This design comes from an exercise in tuning for small area on the open sky130 flow, not from production work. In this exercise RTL edits were held to simulation tests only and were not proved equivalent to the original.

==> flow/design.v (excerpt) <==
module gpio_top #(
   parameter int          IO_NUM = 32,
   parameter logic [31:0] IO_VAL = '0
)
(
   input  wire                PCLK,
   input  wire                aresetn,
   input  wire                psel_i,
   input  wire                penable_i,
   input  wire                pwrite_i,
   input  wire  [7:0]         paddr_i,
   input  wire  [31:0]        pwdata_i,
   input  wire  [IO_NUM-1:0]  gpio_in_i,
   output logic [31:0]        prdata_o,
   output logic               pready_o,
   output logic               pslverr_o,
   output logic [IO_NUM-1:0]  int_o,
   output logic               int_or_o,
   output logic [IO_NUM-1:0]  gpio_out_o,
   output logic [IO_NUM-1:0]  gpio_oe_o
);
   logic [255:0] pin_cfg;
   logic         irq_clr, irq_clr_n;
   logic [31:0]  pin_level;
   logic [31:0]  irq_status;
   assign pready_o  = 1'b1;
   assign pslverr_o = 1'b0;
   gpio_apb_regs i_regs (
      .PCLK             (PCLK),
      .aresetn          (aresetn),
      .psel_i           (psel_i),
      .penable_i        (penable_i),
      .pwrite_i         (pwrite_i),
      .paddr_i          (paddr_i),
      .pwdata_i         (pwdata_i),
      .pin_level_i      (pin_level),
      .irq_status_i     (irq_status),
      .prdata_o         (prdata_o),
      .pin_cfg_o        (pin_cfg),
  ...
For scale: ~1600 cells after synthesis, ~210 I/O pins.
==> flow/config.mk <==
export PLATFORM = sky130hd
export DESIGN_NAME = gpio_top
export DESIGN_NICKNAME = gpio_top
export VERILOG_FILES = /design/flow/design.v
export SDC_FILE = /design/flow/constraint.sdc
export NUM_CORES = 4
export LEC_CHECK = 0
export CAP_MARGIN = 0
export CORE_MARGIN = 2
export CORE_UTILIZATION = 50
export SLEW_MARGIN = 0
export SYNTH_HIERARCHICAL = 1
export SYNTH_MINIMUM_KEEP_SIZE = 0
==> flow/constraint.sdc <==
create_clock -name core_clock -period 8.0 [get_ports {PCLK}]
set_input_delay 1.6000 -clock core_clock [delete_from_list [all_inputs] [get_ports {PCLK}]]
set_output_delay 1.6000 -clock core_clock [all_outputs]
set_load 0.01 [all_outputs]
standard.sh (not shown) runs the stock make flow with config.mk's settings and CLKGATE_MAP_FILE= SYNTH_SCRIPT=/design/flow/synth_recipe.tcl, a recipe that flattens the netlist after the stock synthesis.
==> flow/flow/run.sh <==
#!/bin/bash
# Standard ORFS layout, with combinational cells downsized before the
# floorplan, small port buffers and a lighter clock tree.
set -euo pipefail
W=$(pwd)
bash standard.sh \
  "PRE_FLOORPLAN_TCL=$W/flow/downsize.tcl" \
  "BUFFER_PORTS_ARGS=-buffer_cell sky130_fd_sc_hd__buf_1" \
  "CTS_ARGS=-sink_clustering_enable -repair_clock_nets -dont_use_dummy_load -buf_list {sky130_fd_sc_hd__clkbuf_8} -sink_clustering_size 16 -sink_clustering_max_diameter 90" \
  finish > standard.log 2>&1
==> flow/flow/downsize.tcl <==
# Before floorplanning: put every combinational cell in its smallest-area
# variant of the same function (synthesis picks larger drive strengths for
# an unknown load; timing repair later sizes up where the layout needs it).
set db [ord::get_db]
set block [ord::get_db_block]
set masters [dict create]
foreach lib [$db getLibs] {
  foreach m [$lib getMasters] {
    set n [$m getName]
    if {[regexp {^(sky130_fd_sc_hd__[a-z0-9]+)_([0-9]+)$} $n -> base sz]} {
      dict lappend masters $base $m
    }
  }
}
set swapped 0
foreach inst [$block getInsts] {
  set m [$inst getMaster]
  set n [$m getName]
  if {![regexp {^(sky130_fd_sc_hd__[a-z0-9]+)_([0-9]+)$} $n -> base sz]} { continue }
  # leave flip-flops, latches, clock and tie cells alone
  if {[regexp {__(df|edf|sdf|dl|clk|conb|tap|fill|decap|buf|dly)} $base]} { continue }
  set best $m
  set area [expr {[$m getWidth] * [$m getHeight]}]
  foreach c [dict get $masters $base] {
    set a [expr {[$c getWidth] * [$c getHeight]}]
    if {$a < $area} { set best $c; set area $a }
  }
  if {$best ne $m} {
    $inst swapMaster $best
    incr swapped
  }
}
puts "downsize: swapped $swapped instances to smaller variants"
The starting point went through all stages and came out clean.
Then changed:
Settings changed: CORE_UTILIZATION 50 to 55.
Result: The changed run finished clean; final area stays flat; via count rose by 0.63%; setup slack improves by 0.023 ns; clock-buffer cell count is unchanged; worst hold slack improves by 0.0051 ns; wire length fell by 3.0%.

[separate check: timing with driven ports]
The flow's constraints put no driver on any port. The routed layouts listed below were extracted and timed again, unchanged, in two steps. Step 1, drivers: a clkbuf_16 drives PCLK and a buf_2 each remaining input, both assumed. Step 2 adds t to the input delays and takes it off the output delays; t is the mean of the earliest and latest rising clock arrival at the registers after step 1. Input paths then give back, and output paths get back, about the clock's delay inside the block. Slacks: ideal ports / drivers / drivers and shift; pairs: ideal ports / drivers.
run	t (ns)	setup WS [ns]	worst setup path at the end
the first run	0.654	1.810 / 1.785 / 1.785	input to output
the second run	0.618	1.834 / 1.805 / 1.805	input to output
After both steps setup and hold are still met in every run listed. For the second run, which loses most, drivers alone change the setup slack by -0.029 ns; drivers and shift together by -0.029 ns.
